Source: an optimization exercise on an open RTL-to-GDS flow (aim: small area, a short achievable clock period and few clock cycles). Production flows keep margins and buffers that such runs may drop.
The RTL was checked by simulation tests, not by an equivalence proof against the original design.
No activity file was given, so power comes from the tool's default toggle rates.

### flow/run.sh
#!/bin/bash
# synth_recipe.tcl (not shown) runs the flow's synth.tcl, then flattens the netlist and writes it again
# the make line also repeats each setting of config.mk as NAME=value (left out here)
make -C /OpenROAD-flow-scripts/flow DESIGN_CONFIG=/design/flow/config.mk WORK_HOME=/design/flow/orfs CLKGATE_MAP_FILE= SYNTH_SCRIPT=/design/flow/synth_recipe.tcl finish
### flow/config.mk
export PLATFORM = sky130hd
export DESIGN_NAME = vblank_rate_monitor
export DESIGN_NICKNAME = vblank_rate_monitor
export VERILOG_FILES = /design/flow/design.v
export SDC_FILE = /design/flow/constraint.sdc
export NUM_CORES = 4
export LEC_CHECK = 0
export CAP_MARGIN = 20
export CORE_MARGIN = 2
export CORE_UTILIZATION = 40
export SLEW_MARGIN = 20
### flow/constraint.sdc
create_clock -name core_clock -period 12.0 [get_ports {clk}]
set_input_delay 2.4000 -clock core_clock [delete_from_list [all_inputs] [get_ports {clk}]]
set_output_delay 2.4000 -clock core_clock [all_outputs]
set_load 0.01 [all_outputs]
### flow/design.v
`default_nettype none
package vrm_pkg;
    localparam int unsigned SEQ_W      = 64;
    localparam int unsigned TIME_W     = 64;
    localparam int unsigned HOST_W     = 63;
    localparam int unsigned ADV_W      = 31;
    localparam int unsigned RATE_W     = 32;
    localparam int unsigned VERDICT_W  = 3;
    localparam int unsigned PPM_W      = 20;
    localparam int unsigned WIN_W      = 40;
    localparam int unsigned SLEW_W     = 30;
    localparam int unsigned STREAK_W   = 8;
    localparam int unsigned MUL_W      = 32;
    localparam int unsigned CFG_IDX_W  = 3;
    localparam int unsigned CFG_DATA_W = 40;
    localparam logic REQ_SETUP  = 1'b0;
    localparam logic REQ_VBLANK = 1'b1;
    localparam logic [VERDICT_W-1:0] V_NONE      = 3'd0;
    localparam logic [VERDICT_W-1:0] V_IN_BAND   = 3'd1;
    localparam logic [VERDICT_W-1:0] V_CANDIDATE = 3'd2;
    localparam logic [VERDICT_W-1:0] V_CONFIRMED = 3'd3;
    localparam logic [VERDICT_W-1:0] V_DISCARDED = 3'd4;
    localparam logic [CFG_IDX_W-1:0] CFG_CLOCK_RATE   = 3'd0;
    localparam logic [CFG_IDX_W-1:0] CFG_WINDOW       = 3'd1;
    localparam logic [CFG_IDX_W-1:0] CFG_MISMATCH_MIN = 3'd2;
    localparam logic [CFG_IDX_W-1:0] CFG_MISMATCH_MAX = 3'd3;
    localparam logic [CFG_IDX_W-1:0] CFG_AGREE        = 3'd4;
    localparam logic [CFG_IDX_W-1:0] CFG_MAX_SLEW     = 3'd5;
    localparam logic [RATE_W-1:0] CLOCK_RATE_RST   = 32'd0;
    localparam logic [WIN_W-1:0]  WINDOW_RST       = 40'd5000000000;
    localparam logic [PPM_W-1:0]  MISMATCH_MIN_RST = 20'd300;
    localparam logic [PPM_W-1:0]  MISMATCH_MAX_RST = 20'd5000;
    localparam logic [PPM_W-1:0]  AGREE_RST        = 20'd100;
    localparam logic [SLEW_W-1:0] MAX_SLEW_RST     = 30'd1000000;
    localparam logic [MUL_W-1:0]    NS_PER_S    = 32'd1000000000;
    localparam logic [MUL_W-1:0]    PPM_SCALE   = 32'd1000000;
    localparam logic [ADV_W-1:0]    SEQ_ADV_MAX = 31'h7FFF_FFFF;
    localparam logic [RATE_W-1:0]   RATE_MAX    = 32'hFFFF_FFFF;
    localparam logic [STREAK_W-1:0] WARN_STREAK = 8'd3;
    localparam logic [STREAK_W-1:0] STREAK_MAX  = 8'hFF;
    typedef struct packed {
        logic              req_type;
        logic [SEQ_W-1:0]  vblank_seq;
        logic [TIME_W-1:0] vblank_time_ns;
        logic [HOST_W-1:0] host_time_ns;
    } vrm_req_t;
    typedef struct packed {
        logic [ADV_W-1:0]     seq_advance;
        logic [TIME_W-1:0]    corrected_time_ns;
        logic [VERDICT_W-1:0] verdict;
        logic [RATE_W-1:0]    measured_rate_q;
        logic                 streak_warning;
    } vrm_res_t;
    typedef struct packed {
        logic [RATE_W-1:0] clock_rate_q;
        logic [WIN_W-1:0]  window_ns;
        logic [PPM_W-1:0]  mismatch_min_ppm;
        logic [PPM_W-1:0]  mismatch_max_ppm;
        logic [PPM_W-1:0]  agree_ppm;
        logic [SLEW_W-1:0] max_slew_ns;
    } vrm_cfg_t;
endpackage
`default_nettype wire
`default_nettype none
module vblank_rate_monitor
(
    input  logic        clk,
    input  logic        rst_n,
    input  logic        in_valid,
    output logic        in_stall,
    input  logic        in_req_type,
    input  logic [63:0] in_vblank_seq,
    input  logic [63:0] in_vblank_time_ns,
    input  logic [62:0] in_host_time_ns,
    output logic        out_valid,
    input  logic        out_stall,
    output logic [30:0] out_seq_advance,
    output logic [63:0] out_corrected_time_ns,
    output logic [2:0]  out_verdict,
    output logic [31:0] out_measured_rate_q,
    output logic        out_streak_warning,
    input  logic        cfg_we,
    input  logic [2:0]  cfg_index,
    input  logic [39:0] cfg_data
);
    localparam logic [21:0] C_NS   = 22'd3906250;    
    localparam logic [21:0] PPM1   = 22'd1000000;
    localparam logic [21:0] PPM2   = 22'd2000000;
    localparam logic [21:0] PPM3   = 22'd3000000;
    localparam logic [1:0] S_IDLE = 2'd0;
    localparam logic [1:0] S_MUL  = 2'd1;
    localparam logic [1:0] S_DIV  = 2'd2;
    localparam logic [1:0] S_FIN  = 2'd3;
    logic [31:0] clock_rate_q;
    logic [39:0] window_ns;
    logic [19:0] mismatch_min_ppm;
    logic [19:0] mismatch_max_ppm;
    logic [19:0] agree_ppm;
    logic [29:0] max_slew_ns;
    always_ff @(posedge clk or negedge rst_n)
    begin
        if (!rst_n)
        begin
            clock_rate_q     <= 32'd0;
            window_ns        <= 40'd5000000000;
            mismatch_min_ppm <= 20'd300;
            mismatch_max_ppm <= 20'd5000;
            agree_ppm        <= 20'd100;
            max_slew_ns      <= 30'd1000000;
        end
        else if (cfg_we)
        begin
            case (cfg_index)
                3'd0: clock_rate_q     <= cfg_data[31:0];
                3'd1: window_ns        <= cfg_data[39:0];
                3'd2: mismatch_min_ppm <= cfg_data[19:0];
                3'd3: mismatch_max_ppm <= cfg_data[19:0];
                3'd4: agree_ppm        <= cfg_data[19:0];
                3'd5: max_slew_ns      <= cfg_data[29:0];
                default:
                begin
                end
            endcase
        end
    end
    logic [1:0]  state;
    logic        running;
    logic [63:0] last_seq;
    logic [63:0] offset;
    logic [63:0] anchor_seq;
    logic [63:0] anchor_time;
    logic        anchor_valid;
    logic [31:0] pending;
    logic [7:0]  streak;
    logic        out_valid_r;
    logic [30:0] adv_r;
    logic [63:0] cor_r;
    logic [2:0]  verdict_r;
    logic        warn_r;
    logic        rate_on;
    logic [63:0] dt_r;
    logic [47:0] n_r;
    logic        nhi_r;
    logic [63:0] rem_r;
    logic [31:0] q_r;
    logic [3:0]  cnt_r;
    logic [2:0]  chunk_r;
    logic        ovf_r;
    logic [1:0]  pj_job;       
    logic        pj_busy;
    logic        pj_cfg;       
    logic [4:0]  pj_bit;
    logic [32:0] pj_q;
    logic [19:0] pj_r;
    logic [32:0] t_min;
    logic [32:0] t_max;
    logic        out_free;
    logic        accept;
    logic        is_setup;
    logic        take;
    logic [63:0] host;
    logic [63:0] d;
    logic        d_pos_big;
    logic        d_neg_big;
    logic [30:0] d_lo_sum;
    logic [63:0] off_new;
    logic [63:0] cor_new;
    logic [63:0] adv_full;
    logic [63:0] dt;
    logic [63:0] n_full;
    logic [39:0] win;
    logic        closes;
    assign out_free = !out_valid_r || !out_stall;
    assign in_stall = (state != S_IDLE) || pj_cfg || !out_free;
    assign accept   = in_valid && !in_stall;
    assign is_setup = (in_req_type == 1'b0);
    assign take     = accept && !is_setup && running && (in_vblank_seq != last_seq);
    assign host = {1'b0, in_host_time_ns};
    assign d    = host - in_vblank_time_ns - offset;
    assign d_pos_big = !d[63] && ((|d[62:30]) || (d[29:0] > max_slew_ns));
    assign d_lo_sum  = {1'b0, d[29:0]} + {1'b0, max_slew_ns};
    assign d_neg_big = d[63] && !(d_lo_sum[30] && (&d[62:30]));
    always_comb
    begin
        if (d_pos_big)
        begin
            off_new = offset + {34'b0, max_slew_ns};
            cor_new = in_vblank_time_ns + offset + {34'b0, max_slew_ns};
        end
        else if (d_neg_big)
        begin
            off_new = offset - {34'b0, max_slew_ns};
            cor_new = in_vblank_time_ns + offset - {34'b0, max_slew_ns};
        end
        else
        begin
            off_new = host - in_vblank_time_ns;
            cor_new = host;
        end
    end
    assign adv_full = in_vblank_seq - last_seq;
    assign dt       = in_vblank_time_ns - anchor_time;
    assign n_full   = in_vblank_seq - anchor_seq;
    assign win      = (window_ns == 40'd0) ? 40'd1 : window_ns;
    assign closes   = anchor_valid && (dt >= {24'b0, win});
    logic [7:0]  chunk;
    logic [29:0] chunk_p;
    logic [64:0] acc_next;
    logic        ovf_next;
    logic        sat_next;
    logic        fast_mul;
    assign fast_mul = !nhi_r && (n_r[47:8] == 40'd0);
    always_comb
    begin
        case (fast_mul ? 3'd0 : chunk_r)
            3'd5:    chunk = n_r[47:40];
            3'd4:    chunk = n_r[39:32];
            3'd3:    chunk = n_r[31:24];
            3'd2:    chunk = n_r[23:16];
            3'd1:    chunk = n_r[15:8];
            default: chunk = n_r[7:0];
        endcase
    end
    assign chunk_p  = chunk * C_NS;
    assign acc_next = fast_mul ? {35'b0, chunk_p} : ({1'b0, rem_r[55:0], 8'b0} + {35'b0, chunk_p});
    assign ovf_next = !fast_mul && (ovf_r || (|rem_r[63:56]) || acc_next[64]);
    assign sat_next = ovf_next || (acc_next[63:0] >= dt_r);
    logic [65:0] s1_t;
    logic        s1_ge;
    logic [63:0] s1_r;
    logic [65:0] s2_t;
    logic        s2_ge;
    logic [63:0] s2_r;
    assign s1_t  = {1'b0, rem_r, 1'b0} - {2'b0, dt_r};
    assign s1_ge = !s1_t[65];
    assign s1_r  = s1_ge ? s1_t[63:0] : {rem_r[62:0], 1'b0};
    assign s2_t  = {1'b0, s1_r, 1'b0} - {2'b0, dt_r};
    assign s2_ge = !s2_t[65];
    assign s2_r  = s2_ge ? s2_t[63:0] : {s1_r[62:0], 1'b0};
    logic [31:0] rate;
    logic [32:0] dc;
    logic [31:0] xc;
    logic [32:0] dp;
    logic [31:0] xp;
    logic        discard;
    logic        in_band;
    logic        agree;
    logic [7:0]  streak_inc;
    assign rate = q_r;
    assign dc   = {1'b0, rate} - {1'b0, clock_rate_q};
    assign xc   = dc[32] ? (clock_rate_q - rate) : dc[31:0];
    assign dp   = {1'b0, rate} - {1'b0, pending};
    assign xp   = dp[32] ? (pending - rate) : dp[31:0];
    assign discard = {1'b0, xc} > t_max;
    assign in_band = {1'b0, xc} <= t_min;
    assign agree   = ({1'b0, xp} < pj_q) || (({1'b0, xp} == pj_q) && (pj_r != 20'd0));
    assign streak_inc = (streak == 8'hFF) ? streak : streak + 8'd1;
    logic fin_go;
    assign fin_go = (state == S_FIN) && !pj_busy;
    logic fin_cand;
    assign fin_cand = fin_go && (clock_rate_q != 32'd0) && !discard && !in_band
                      && ((pending == 32'd0) || !agree);
    always_ff @(posedge clk or negedge rst_n)
    begin
        if (!rst_n)
        begin
            state        <= S_IDLE;
            running      <= 1'b0;
            last_seq     <= 64'd0;
            offset       <= 64'd0;
            anchor_valid <= 1'b0;
            pending      <= 32'd0;
            streak       <= 8'd0;
            out_valid_r  <= 1'b0;
        end
        else
        begin
            if (!out_stall)
                out_valid_r <= 1'b0;
            case (state)
                S_IDLE:
                begin
                    if (accept && is_setup)
                    begin
                        running      <= 1'b1;
                        last_seq     <= in_vblank_seq;
                        offset       <= host - in_vblank_time_ns;
                        anchor_valid <= 1'b0;
                        pending      <= 32'd0;
                    end
                    else if (take)
                    begin
                        offset   <= off_new;
                        last_seq <= in_vblank_seq;
                        if (!anchor_valid)
                            anchor_valid <= 1'b1;
                        if (closes)
                            state <= S_MUL;
                        else
                            out_valid_r <= 1'b1;
                    end
                end
                S_MUL:
                begin
                    if (chunk_r == 3'd0 || fast_mul)
                        state <= (sat_next || ovf_next) ? S_FIN : S_DIV;
                end
                S_DIV:
                begin
                    if (cnt_r == 4'd15)
                        state <= S_FIN;
                end
                default:
                begin
                    if (fin_go)
                    begin
                        state       <= S_IDLE;
                        out_valid_r <= 1'b1;
                        if (clock_rate_q != 32'd0)
                        begin
                            if (discard)
                            begin
                                streak  <= streak_inc;
                                pending <= 32'd0;
                            end
                            else if (in_band)
                            begin
                                pending <= 32'd0;
                                streak  <= 8'd0;
                            end
                            else if (pending == 32'd0 || !agree)
                            begin
                                pending <= rate;
                            end
                            else
                            begin
                                streak  <= 8'd0;
                                running <= 1'b0;
                            end
                        end
                    end
                end
            endcase
        end
    end
    always_ff @(posedge clk)
    begin
        case (state)
            S_IDLE:
            begin
                if (take)
                begin
                    adv_r     <= (|adv_full[63:31]) ? 31'h7FFF_FFFF : adv_full[30:0];
                    cor_r     <= cor_new;
                    verdict_r <= 3'd0;
                    warn_r    <= 1'b0;
                    rate_on   <= 1'b0;
                    if (!anchor_valid || closes)
                    begin
                        anchor_seq  <= in_vblank_seq;
                        anchor_time <= in_vblank_time_ns;
                    end
                    dt_r    <= dt;
                    n_r     <= n_full[47:0];
                    nhi_r   <= |n_full[63:48];
                    rem_r   <= 64'd0;
                    ovf_r   <= |n_full[63:48];
                    chunk_r <= 3'd5;
                    cnt_r   <= 4'd0;
                end
            end
            S_MUL:
            begin
                if (fast_mul)
                begin
                    chunk_r <= 3'd0;
                    rem_r   <= {34'b0, chunk_p};
                end
                else
                begin
                    chunk_r <= chunk_r - 3'd1;
                    rem_r   <= acc_next[63:0];
                    ovf_r   <= ovf_next;
                end
                if ((chunk_r == 3'd0 || fast_mul) && (sat_next || ovf_next))
                begin
                    q_r     <= 32'hFFFF_FFFF;
                    rate_on <= 1'b1;
                end
            end
            S_DIV:
            begin
                rem_r <= s2_r;
                q_r   <= {q_r[29:0], s1_ge, s2_ge};
                cnt_r <= cnt_r + 4'd1;
                if (cnt_r == 4'd15)
                    rate_on <= 1'b1;
            end
            default:
            begin
                if (fin_go && clock_rate_q != 32'd0)
                begin
                    if (discard)
                    begin
                        verdict_r <= 3'd4;
                        warn_r    <= (streak_inc == 8'd3);
                    end
                    else if (in_band)
                        verdict_r <= 3'd1;
                    else if (pending == 32'd0 || !agree)
                        verdict_r <= 3'd2;
                    else
                        verdict_r <= 3'd3;
                end
            end
        endcase
    end
    logic [31:0] pj_op;
    logic [19:0] pj_m;
    logic [21:0] pj_t;
    logic [1:0]  pj_k;
    logic [21:0] pj_sub;
    assign pj_op = (pj_job == 2'd2) ? pending : clock_rate_q;
    always_comb
    begin
        case (pj_job)
            2'd0:    pj_m = mismatch_min_ppm;
            2'd1:    pj_m = mismatch_max_ppm;
            default: pj_m = agree_ppm;
        endcase
    end
    assign pj_t = {1'b0, pj_r, 1'b0} + (pj_op[pj_bit] ? {2'b0, pj_m} : 22'd0);
    always_comb
    begin
        if (pj_t >= PPM3)
        begin
            pj_k   = 2'd3;
            pj_sub = PPM3;
        end
        else if (pj_t >= PPM2)
        begin
            pj_k   = 2'd2;
            pj_sub = PPM2;
        end
        else if (pj_t >= PPM1)
        begin
            pj_k   = 2'd1;
            pj_sub = PPM1;
        end
        else
        begin
            pj_k   = 2'd0;
            pj_sub = 22'd0;
        end
    end
    always_ff @(posedge clk or negedge rst_n)
    begin
        if (!rst_n)
        begin
            pj_busy <= 1'b0;
            pj_cfg  <= 1'b0;
            pj_job  <= 2'd0;
            pj_bit  <= 5'd31;
        end
        else if (cfg_we)
        begin
            pj_busy <= 1'b1;
            pj_cfg  <= 1'b1;
            pj_job  <= 2'd0;
            pj_bit  <= 5'd31;
        end
        else if (fin_cand)
        begin
            pj_busy <= 1'b1;
            pj_job  <= 2'd2;
            pj_bit  <= 5'd31;
        end
        else if (pj_busy)
        begin
            pj_bit <= pj_bit - 5'd1;
            if (pj_bit == 5'd0)
            begin
                if (pj_job == 2'd2)
                begin
                    pj_busy <= 1'b0;
                    pj_cfg  <= 1'b0;
                end
                else
                    pj_job <= pj_job + 2'd1;
            end
        end
    end
    always_ff @(posedge clk)
    begin
        if (cfg_we || fin_cand)
        begin
            pj_q <= 33'd0;
            pj_r <= 20'd0;
        end
        else if (pj_busy)
        begin
            if (pj_bit == 5'd0 && pj_job == 2'd0)
                t_min <= {pj_q[31:0], 1'b0} + {31'b0, pj_k};
            if (pj_bit == 5'd0 && pj_job == 2'd1)
                t_max <= {pj_q[31:0], 1'b0} + {31'b0, pj_k};
            if (pj_bit == 5'd0 && pj_job != 2'd2)
            begin
                pj_q <= 33'd0;
                pj_r <= 20'd0;
            end
            else
            begin
                pj_q <= {pj_q[31:0], 1'b0} + {31'b0, pj_k};
                pj_r <= 20'(pj_t - pj_sub);
            end
        end
    end
    assign out_valid             = out_valid_r;
    assign out_seq_advance       = adv_r;
    assign out_corrected_time_ns = cor_r;
    assign out_verdict           = verdict_r;
    assign out_measured_rate_q   = rate_on ? q_r : 32'd0;
    assign out_streak_warning    = warn_r;
endmodule
`default_nettype wire
==> Implementation_results.wiki <==
{| class="wikitable"
! Metric !! Value
|-
| Total via count in the routed design || around 90000
|-
| Crit-path max cell delay || 0.51 ns
|-
| Worst slack at placement || roughly 0.45 ns
|-
| Synthesized netlist net count || ~13000
|-
| Dominant cell type by area after synthesis || edfxtp_1
|-
| Static Leakage || around 46 nW
|-
| Arr. time, crit path || ~12 ns
|-
| GRT overflow || 0
|-
| Max Clock Skew || approximately 0.079 ns
|-
| Number of buffers between clock root and the deepest sink || 3
|-
| Die height || between 400 and 500 um
|-
| Top cells by instance count after synthesis || 1144 x ha_1, 1038 x inv_1, 948 x a21oi_1, 913 x nand2_1, 726 x nor2_1
|-
| Share of async-settable or async-resettable flops after synthesis || 0.379
|-
| Summed instance area of the synthesized netlist || 94600 um^2
|-
| Most repeated cell in the gate-level netlist after synthesis || ha_1
|-
| DR DRC count || 0
|-
| Violation count after the first detailed-routing iteration || 9376
|-
| Share of final-layout standard cells stronger than drive strength 1 || 0.0629
|-
| Worst slew margin relative to its limit || 0.198
|-
| Placer Congestion || between 0.9 and 1
|-
| Clock latency (worst-skew pair) || between 0.8 and 0.9 ns
|-
| Portion of synthesized cell area occupied by the leading cell type || 0.162
|-
| Wire length of the first global-routing pass || 563000 um
|-
| Core Rows || between 150 and 200
|-
| Minimum clock period after layout || 11.27 ns
|-
| Antenna violations before repair || 29
|-
| Number of global-route vias before repair || between 80000 and 90000
|-
| Fill cell total of the finished layout || approximately 23000
|-
| Hold Fails Final Rpt || 0
|-
| Critical path class || register to register
|-
| P&R area growth vs syn || 12.5%
|-
| Total number of yosys warnings || 1
|-
| Max-slew violation count || 0
|-
| Total die area || 240000 um^2
|-
| Mean routed wirelength per cell || 25.7 um
|-
| Cell at the slowest stage of the critical path || fa_1
|-
| Number of levels in the clock H-tree || 3
|-
| Final period util || 0.939
|-
| Ports placed on the boundary || roughly 370
|-
| Count of hold-fix buffers inserted at cts || 0
|-
| Class of the tightest hold or removal check || register to register
|-
| Critical Path Start Type || register
|-
| Core Footprint || 235000 um^2
|-
| Input/output buffers || 372
|-
| Pwr per Cell Area || roughly 120 nW/um^2
|-
| Routed wire length || between 300000 and 400000 um
|-
| Cell count after placement || 14600
|-
| Average via count per standard cell || approximately 6.1
|-
| Worst-margin pin slew || 1.20 ns
|-
| Setup Viol. Count Final || 0
|-
| Maximum number of pins on one net before global-route repair || roughly 130
|-
| Die outline width || 490 um
|-
| Detailed Routing Iterations Pass 1 || 9
|-
| Final Worst Setup Slack || between 0.7 and 0.8 ns
|-
| Detailed placer's ending HPWL || 309000 um
|-
| Dominant register cell in the synthesized netlist || edfxtp_1
|-
| Register area share after synthesis || 0.265
|-
| Maximum net fanout on the critical path || 32
|-
| Clock root buffer || clkbuf_16
|-
| Required time reported for the critical path endpoint || around 13 ns
|-
| Cell types occupying the most area after synthesis || edfxtp_1 16%, ha_1 15%, dfrtp_1 8.2%
|-
| TritonCTS buffer count || 119
|-
| Clock tree from TritonCTS || yes
|-
| Maximum clock frequency || 88.8 MHz
|-
| Number of standard cells in the final layout excluding fillers || approximately 15000
|-
| Status || no timing/DRC/antenna violations
|-
| Remaining antenna violation count || 0
|-
| Synth Area per Inst || approximately 8.3 um^2
|-
| Most frequent cell on the critical path || ha_1
|-
| Worst voltage drop across the vdd grid || around 0.00013 V
|-
| Initial cell density of the core || 0.402
|-
| Clock slew at reported path FFs || 0.06 ns
|-
| Yosys cell types || 126
|-
| Tot GR Track Use || 0.305
|-
| Maximum Capacitance Violations || 0
|-
| Number of synthesized flops with an enable pin || between 500 and 600
|-
| Synth Register Bits || between 900 and 1000
|-
| Sinks on the clock net || 908
|-
| Kind of end point of the critical path || register
|-
| Gate count of the mapped netlist || ~11000
|-
| Number of nets in the final layout || between 10000 and 15000
|}
-- state kept, by name, summed over array words and instances (netlist names), 40 cells and up --
name         count
anchor_seq      64
anchor_time     64
cor_r           64
dt_r            64
last_seq        64
offset          64
rem_r           64
n_r             48
window_ns       40
-- cells by family after synthesis --
logic type | share of synthesized area
buf+inv | 0.0600
xor+xnor | 0.0651
fa+ha+maj | 0.165
flops | 0.265
simple gates | 0.167
compound gates | 0.252
mux | 0.0265
-- through the flow --
step | util | total power, W | hold WS (ns) | setup TNS (ns) | cell area [um^2]
after CTS | 0.452 | 0.0130 | 0.485 | 0 | 106000
after global routing | 0.452 | 0.0136 | 0.505 | -0.00800 | 106000
after global placement | 0.434 | 0.00890 | 0.461 | 0 | 102000
after detailed placement | 0.434 | 0.00895 | 0.468 | 0 | 102000
after floorplan | - | 0.00716 | 0.449 | 0 | 94600
final | 0.452 | 0.0130 | 0.482 | 0 | 106000
-- routing by layer --
layer / track usage / routed length [um] / vias up
met5: 0 / 68 / -
met4: 0.116 / 15800 / 8
met3: 0.0531 / 31600 / 629
met2: 0.473 / 166000 / 3789
met1: 0.421 / 168000 / 43900
li1: - / - / 41900
-- worst paths after layout --
path / startpoint / to / slack [ns] / cells past startpoint
worst min-delay path: pj_q[31] / pj_q[31] / 0.48 / 1
worst max-delay path: n_r[8] / q_r[30] / 0.73 / 47
worst max register to register: n_r[8] / q_r[30] / 0.73 / 47
max in group asynchronous: rst_n / max_slew_ns[26] / 8.10 / 3
min in group asynchronous: rst_n / last_seq[8] / 1.56 / 1
worst min register to register: pj_q[31] / pj_q[31] / 0.48 / 1
-- critical path, delay by kind of cell (launching register included) --
kind                       cells  cell delay [ns]
xor gates and xnor gates       2             0.44
buffers and inverters          7             0.98
adders and majority gates      7             2.63
DFF                            1             0.40
and+or+nand+nor                9             1.82
AOI/OAI and AO/OA             22             4.60
-- placed cells by master, fill, tap and decap left out, types with 371 or more instances in the layout --
master           instances
a21o_1                 508
o21ai_0                694
inv_1                 1036
edfxtp_1               511
nand2_1                911
ha_1                  1140
xnor2_1                480
nor2_1                 720
clkdlybuf4s50_1        371
a21oi_1                943
-- area by class of cell --
| class | instances | area [um^2] | share of cell area |
|---|---|---|---|
| clock buffers | 153 | 3280 | 0.0308 |
| flip-flops and latches | 908 | 25100 | 0.236 |
| well taps | 3150 | 3940 | 0.0371 |
| clock inverters | 75 | 970 | 0.00912 |
| repair buffers | 544 | 5100 | 0.0480 |
| inverters | 1040 | 3910 | 0.0368 |
| diodes | 13 | 32.5 | 0.000306 |
| multi-input cells | 8950 | 64100 | 0.602 |
-- report_power, final --
group / switching, W / total [W] / internal (W)
Sequential: 0.000173 / 0.00368 / 0.00351
Clock: 0.00166 / 0.00396 / 0.00231
Combinational: 0.00340 / 0.00538 / 0.00198
-- repair_timing --
item                                    in CTS  in global routing
resized for setup                            0                  9
endpoints found under the setup margin       0                 34
buffers inserted                             0                  4
endpoints found under the hold margin        0                  0
Testbench counts, summed over its fixed seeds: cycles 21,537.

==> port drivers added, routing unchanged <==
The flow's constraints put no driver on any port. The routed layout listed below was extracted and timed again, unchanged, in two steps. Step 1 sets driving cells, clkbuf_16 on the clock port and buf_2 on the other inputs (assumed; they add their load-dependent delay and slew). Step 2 adds t to the input delays and takes it off the output delays; t is the mean of the earliest and latest rising clock arrival at the registers after step 1. Input paths then give back, and output paths get back, about the clock's delay inside the block. a / b / c = ideal ports / drivers / drivers and shift; a / b = the first two.
t (ns): 0.898
setup WS [ns]: 0.734 / 0.734 / 0.126
latest minus earliest clock arrival (ns): 0.081 / 0.082
slew at the worst register clock pin (ns): 0.07 / 0.07
worst slew at a driven data input, ns: 0.21
After both steps setup and hold are still met in this run. For this run, drivers alone change the setup slack by 0.000 ns; drivers and shift together by -0.608 ns.
